Source: an optimization exercise on an open RTL-to-GDS flow (aim: small area and a short achievable clock period). Production flows keep margins and buffers that such runs may drop. Function was not checked in any run shown here: the RTL went through the layout flow alone. Power is estimated from default activity; no workload was simulated.

==> flow/design.v (outline; a module is shown in full before it is edited, if it fits) <==
// module mag_fa: 10 lines
// module mag_hold: 10 lines
// module fft_mag_sq_frame: 723 lines
module fft_mag_sq_frame
#(
  parameter  int FFT_LEN = 64,
  localparam int IDX_W   = $clog2(FFT_LEN)
) (
  input  logic             aclk,
  input  logic             areset,
  input  logic [31:0]      slave_tdata,
  input  logic             slave_tvalid,
  output logic             slave_tready,
  output logic [31:0]      master_tdata,
  output logic             master_tvalid,
  input  logic             master_tready,
  output logic             master_tlast,
  output logic [IDX_W-1:0] peak_bin,
  output logic [31:0]      peak_mag,
  output logic             peak_valid
);
  // ...
==> flow/flow/run.sh <==
#!/bin/bash
set -euo pipefail
bash standard.sh \
  "BUFFER_PORTS_ARGS=-buffer_cell sky130_fd_sc_hd__buf_1" \
  "CTS_ARGS=-sink_clustering_enable -repair_clock_nets -sink_clustering_size 16 -sink_clustering_max_diameter 50 -buf_list sky130_fd_sc_hd__clkbuf_8 -dont_use_dummy_load" \
  finish > standard.log 2>&1
==> flow/standard.sh <==
#!/bin/bash
# synth_recipe.tcl (not shown) runs the flow's synth.tcl, then flattens the netlist and writes it again
# the make line also repeats each setting of config.mk as NAME=value (left out here)
make -C /OpenROAD-flow-scripts/flow DESIGN_CONFIG=/design/flow/config.mk WORK_HOME=/design/flow/orfs CLKGATE_MAP_FILE= SYNTH_SCRIPT=/design/flow/synth_recipe.tcl "${@:-finish}"
==> flow/config.mk <==
export PLATFORM = sky130hd
export DESIGN_NAME = fft_mag_sq_frame
export DESIGN_NICKNAME = fft_mag_sq_frame
export VERILOG_FILES = /design/flow/design.v
export SDC_FILE = /design/flow/constraint.sdc
export NUM_CORES = 4
export LEC_CHECK = 0
export ABC_CLOCK_PERIOD_IN_PS = 3000
export CAP_MARGIN = 20
export CORE_MARGIN = 2
export CORE_UTILIZATION = 55
export CTS_BUF_LIST = sky130_fd_sc_hd__clkbuf_8
export CTS_CLUSTER_DIAMETER = 50
export CTS_CLUSTER_SIZE = 16
export SETUP_SLACK_MARGIN = 3.9
export SLEW_MARGIN = 20
export SYNTH_HIERARCHICAL = 1
export SYNTH_MINIMUM_KEEP_SIZE = 0
export TNS_END_PERCENT = 5
==> flow/constraint.sdc <==
create_clock -name core_clock -period 7.0 [get_ports {aclk}]
set_input_delay 1.4000 -clock core_clock [delete_from_list [all_inputs] [get_ports {aclk}]]
set_output_delay 1.4000 -clock core_clock [all_outputs]
set_load 0.01 [all_outputs]
==> run notes, run 1 <==
The run finished with no timing, DRC or antenna violations. In this run the post-CTS setup repair buffer count came out at 6. The worst setup path is launched from an input pin. Data on the critical path is required at its endpoint by 7.42 ns.

The number of gates resized after CTS came out at 11. The routed metal-1 wire length is ~14,000 µm. The cell type contributing the most total cell area after synthesis is sky130_fd_sc_hd__edfxtp_1.

The clock-cell share of area is 2.26%. The number of fill cells is around 2,300. The total of clock buffers placed in the layout came out at 28.

The post-synthesis instance total came out at ~1,300. The worst setup timing slack at the placement stage came out at 2.78 ns. The number of nets produced by synthesis came out at between 1,500 and 2,000.

The worst-case setup margin in the final layout is between 3 and 4 ns. The largest voltage drop on the vdd net is 0.202 mV. In this run the most used layer during global routing was met2. Setup total negative slack on the finished layout was measured at 0 ns. The arrival time reported for the critical path endpoint is 3.87 ns.

The well-tap cell count came out at 378. The sequential share of power is 33.5%. The proportion of register bits with asynchronous set or reset after synthesis is 0%. More flip-flops sit in one register than any other, and that register is s2_bits_r.

The met2 wire length is 15,200 µm. The fraction of met2 tracks used by global routing is 36.2%. After layout, the design draws a total of between 7000 and 8000 µW.

The area fraction in compound gates after synthesis came out at 5.53%. The number of inverters outside the clock class in the layout came out at 114. The number of buffers and inverters on the critical path is 3.

In this run the power spent charging and discharging nets is 3290 µW. Non-clock buffering takes up ~3.3% of total cell area after layout. The number of storage elements in the synthesis netlist is 246. The finished layout cell area is 0.0170 mm². The initial antenna violation count came to 0. The wire length of the first global-routing pass is 52,700 µm.

After synthesis, the most frequently instantiated cells are 217 x sky130_fd_sc_hd__nand2_1, 187 x sky130_fd_sc_hd__fa_1, 146 x sky130_fd_sc_hd__edfxtp_1. The register with the most flip-flops in the layout has 76 of them. The global-route track usage on met3 is 3.45%.

In this run the register-to-register setup slack is ~3.7 ns. The most common cell in the netlist is sky130_fd_sc_hd__nand2_1.
==> inputs of run 2 (changes only) <==
--- a/flow/config.mk
+++ b/flow/config.mk
@@ -7,3 +7,3 @@
 export LEC_CHECK = 0
-export ABC_CLOCK_PERIOD_IN_PS = 3000
+export ABC_CLOCK_PERIOD_IN_PS = 2900
 export CAP_MARGIN = 20
@@ -14,3 +14,3 @@
 export CTS_CLUSTER_SIZE = 16
-export SETUP_SLACK_MARGIN = 3.9
+export SETUP_SLACK_MARGIN = 4.05
 export SLEW_MARGIN = 20
==> run notes, run 2 <==
The proportion of register bits with asynchronous set or reset after synthesis is 0% (unchanged). Leading post-synthesis cells by instance count: 217 x sky130_fd_sc_hd__nand2_1, 187 x sky130_fd_sc_hd__fa_1, 146 x sky130_fd_sc_hd__edfxtp_1 (unchanged). The routability congestion estimate from global placement came to 0.860 (unchanged). The horizontal extent of the die came out at 173 µm (unchanged). The post-synthesis instance total came to 1,268 (unchanged).

The largest voltage drop on the vdd net came out at 0.202 mV (about the same). The area of the multi-input gates came out at 0.00884 mm² (was 0.00881 mm²). The wire length of the first global-routing pass is 52,700 µm (about the same). The half-perimeter wire length of the detailed placement result is 23,900 µm (unchanged). The cell type contributing the most total cell area after synthesis is sky130_fd_sc_hd__edfxtp_1 (unchanged). The total global-route track usage is 22.1% (was 22.0%).

The total detailed-routing wirelength was 32,200 µm (was 32,100 µm). The total of max-cap violations is 0 (unchanged). The number of nets produced by synthesis is 1,568 (unchanged). The stage delay of the slowest cell on the critical path came out at 0.47 ns (about the same).

The fraction of final layout cells with drive strength greater than 1 is 12.2% (was 11.6%). The startpoint of the most critical register-to-register path is s1_re_r[12] (unchanged). The final-report max-slew violation count is 0 (unchanged).

The maximum number of buffers from clock root to sink is 3 (unchanged). The instance area after placement is 0.0164 mm² (unchanged). The vertical die dimension came out at 173 µm (unchanged). The library cell contributing the largest single delay on the critical path is sky130_fd_sc_hd__or4_4 (unchanged). The count of cell types in the netlist came out at 57 (unchanged). The hold path depth was 1 (unchanged).

The worst-case setup margin in the final layout is 3.54 ns (about the same). The clock buffer count from CTS came to 28 (unchanged). The clock transition time at the flip-flop clock pins of the worst setup and hold paths is 0.08 ns (about the same).

The classification of the worst-slack hold path is flop to flop (unchanged). The fraction of the cycle the final worst path needs came to 49.4% (about the same). The register cell area after layout is 0.00639 mm² (unchanged). The data required time at the worst endpoint is 7.42 ns (about the same). The final critical-path required period is 3.46 ns (about the same). Cell Chain, Critical Path: buf_6 -> or3_4 -> or4_4 -> or4_4 -> buf_12 -> o31ai_4 -> xnor2_1 -> and2_1 -> ha_1 -> inv_1 -> mux2_4 (unchanged).

The final antenna diode count is 0 (unchanged). The path depth of the worst reg2reg path is 5 (unchanged). The count of final setup violators is 0 (unchanged). The TritonCTS clock tree is built (unchanged). The kind of end point of the critical path is a flop (unchanged). The sequential fraction of the synthesis area was 40.6% (unchanged).

The arrival time reported for the critical path endpoint came out at 3.87 ns (about the same). The worst-margin pin slew came out at 1.18 ns (was 1.13 ns). The finished layout cell area came out at 0.0171 mm² (was 0.0170 mm²).

The number of storage elements in the synthesis netlist is 246 (unchanged). The static leakage came to 0.00652 µW (was 0.00648 µW). The average wire per standard cell is 18.4 µm (about the same).

The number of flip-flops in the largest register came out at 76 (unchanged). The register with the highest flop count is s2_bits_r (unchanged). The number of rows in the core area came to 61 (unchanged). The portion of synthesized cell area occupied by the leading cell type is 27.9% (unchanged).

The latest clock arrival within the worst-skew pair came out at 0.58 ns (about the same). The overall power of the completed layout came out at 7990 µW (was 7970 µW). The average cell area after synthesis was 12.4 µm² (unchanged). The number of port buffers is 109 (unchanged). The root buffer selected by CTS is sky130_fd_sc_hd__clkbuf_8 (unchanged). The net count of the finished layout came out at 1,671 (was 1,669). The highest achievable clock rate is 0.289 GHz (about the same). The detailed router's first-iteration violation count came out at 492 (was 489). The post-synthesis instance area is 0.0157 mm² (unchanged).

The maximum number of pins on one net before global-route repair is 161 (unchanged). The leading register cell type out of synthesis is sky130_fd_sc_hd__edfxtp_1 (unchanged). The hold violation total from the final report was 0 (unchanged). The maximum net fanout on the critical path was 3 (unchanged). Run status: finished clean (unchanged). The summed negative setup slack over all endpoints is 0 ns (unchanged). The count of warnings emitted by yosys is 7 (unchanged). Top post-synthesis cells by area: sky130_fd_sc_hd__edfxtp_1 28%, sky130_fd_sc_hd__fa_1 24%, sky130_fd_sc_hd__dfxtp_1 13% (unchanged). The DRC violation count after routing was 0 (unchanged).

The area of the placeable core came to 0.0279 mm² (unchanged). The total congestion overflow came out at 0 (unchanged). The area enclosed by the die boundary is 0.0300 mm² (unchanged). The maximum level of the CTS H-tree is 1 (unchanged). The routed via count divided by cell count is 5.44 (was 5.43). The post-route antenna net violation count came out at 0 (unchanged). The worst setup timing slack at the placement stage was 2.78 ns (unchanged).

RSZ-0062 raised after global routing: yes (unchanged). The number of global-route vias before repair was 9,894 (was 9,883). The number of fill cells came to 2,328 (was 2,343). The cell seen most often among critical-path stages is sky130_fd_sc_hd__or4_4 (unchanged).

The hold path endpoint is s2_bits_r[74] (unchanged). The number of vias in the routed layout is 9,511 (was 9,475). The power density normalized to cell area came to 466 mW/mm² (was 467 mW/mm²).

The final worst hold slack is 0.457 ns (about the same). The worst slew margin relative to its limit is 21.5% (was 24.8%). The initial antenna violation count came out at 0 (unchanged). The number of flops mapped to enable cells by yosys was 146 (unchanged). The number of detailed-routing iterations run before antenna repair is 5 (unchanged).

The count of pins on the block boundary was 110 (unchanged). The critical hold path startpoint is s1_im_r[15] (unchanged). The worst clock skew came out at 0.0458 ns (was 0.0477 ns). The capture instance of the worst register-to-register path is s2_bits_r[29] (unchanged). Most used cells in the layout excluding fill and tap cells: 212 x sky130_fd_sc_hd__nand2_1, 186 x sky130_fd_sc_hd__fa_1, 146 x sky130_fd_sc_hd__edfxtp_1, 114 x sky130_fd_sc_hd__inv_1, 102 x sky130_fd_sc_hd__buf_1 (was 212 x sky130_fd_sc_hd__nand2_1, 187 x sky130_fd_sc_hd__fa_1, 146 x sky130_fd_sc_hd__edfxtp_1, 114 x sky130_fd_sc_hd__inv_1, 106 x sky130_fd_sc_hd__buf_1).

The effective utilization at floorplan is 56.3% (unchanged). The kind of start point of the critical path is an input pin (unchanged). The number of clock sinks came out at 246 (unchanged). The most common library cell in the layout ignoring fill and taps is sky130_fd_sc_hd__nand2_1 (unchanged).

The setup slack on the worst flop-to-flop path came to 3.75 ns (was 3.74 ns). The layout overhead on the synthesized area was 8.98% (was 8.43%). The most common cell in the netlist is sky130_fd_sc_hd__nand2_1 (unchanged). The critical setup path kind is input pin to flop (unchanged).
run 2: cell counts after synthesis:
No cell type changed its count.
run 2: cells by family (layout without fill, tap and decap cells):
| group | Yosys count | in the layout | synth area share, % |
|---|---|---|---|
| AOI/OAI and AO/OA | 128 | 128 | 5.53 |
| muxes | 94 | 94 | 7.66 |
| DFF | 246 | 246 | 40.6 |
| xor gates and xnor gates | 51 | 51 | 2.84 |
| adders and majority gates | 264 | 264 | 29.9 |
| buffers and inverters | 164 | 265 | 4.36 |
| and+or+nand+nor | 321 | 321 | 9.05 |
run 2: worst max-delay path: cells and delay by family:
| family | cells | cell delay (ns) |
|---|---|---|
| and+or+nand+nor | 4 | 1.42 |
| buffers and inverters | 3 | 0.27 |
| adders and majority gates | 1 | 0.26 |
| muxes | 1 | 0.24 |
| AOI/OAI and AO/OA | 1 | 0.17 |
| xor gates and xnor gates | 1 | 0.10 |
run 2: report_power, final:
group,switching [µW],total [µW],leakage [µW],internal [µW]
Combinational,2460,4520,0.00416,2060
Sequential,383,2670,0.00215,2290
Clock,448,800,0.000201,352
run 2: worst max-delay path by stage:
stage,from,to,slack (ns),cells past startpoint
floorplan,areset,s1_im_r[10],2.94,5
global placement,slave_tdata[18],s1_pre_r[12],2.85,9
detailed placement,slave_tdata[18],s1_pre_r[12],2.78,9
CTS,slave_tdata[20],s1_pre_r[14],3.60,11
global route,slave_tdata[20],s1_pre_r[14],3.49,11
finish,slave_tdata[20],s1_pre_r[14],3.54,11
run 2: per-stage QoR:
stage	cells	utilization [%]
2_1_floorplan	1268	-
4_1_cts	1743	60.7
3_3_place_gp	1707	58.7
5_1_grt	1747	61.3
6_report	1747	61.3
3_5_place_dp	1707	58.7
run 2: timing repair:
item	in CTS	in global routing
hold endpoints to repair	0	0
pin swaps	2	16
resized for setup	26	22
endpoints found under the setup margin	122	132
buffers inserted	8	4
hold buffers	0	0
run 2: cell type report:
type / instances / share of cell area, %
tap: 378 / 2.76
timing repair buffer: 123 / 3.57
sequential: 246 / 37.3
inverter: 114 / 2.50
clock buffer: 28 / 2.25
multi-input combinational: 858 / 51.6
run 2: modules after synthesis, one instance, submodules excluded, excerpt:
module / cells inside / flops+latches / area (µm²)
fft_mag_sq_frame: 1025 / 246 / 11200
mag_hold: 18 / 0 / 249
mag_fa: 1 / 0 / 20.0
run 2: metal layers:
layer | part of all wire [%] | global-route usage, %
met1 | 45 | 30.6
met2 | 47 | 36.3
met3 | 5.8 | 3.47
met4 | 2.4 | 6.32
met5 | 0 | 0

static timing again, ports no longer ideal:
In the flow no input, the clock included, has a driving cell. The finished layouts below were timed again as built, in two steps. Step 1, drivers: a clkbuf_16 drives aclk and a buf_2 each remaining input, both assumed. Step 2, shift: input delay + t, output delay - t, t = (earliest + latest rising clock arrival at the registers) / 2. This alone moves slack from input paths to output paths. Three values: ideal, step 1, step 2; two values: the first two.
run | t (ns) | slack for setup (ns) | worst setup path at the end | slew at the worst register clock pin (ns) | pins driven straight from the clock port
run 1 | 0.601 | 3.544 / 3.560 / 2.959 | input to register | 0.09 / 0.09 | 1
run 2 | 0.601 | 3.545 / 3.561 / 2.960 | input to register | 0.09 / 0.09 | 1
After both steps every run listed still meets setup and hold.
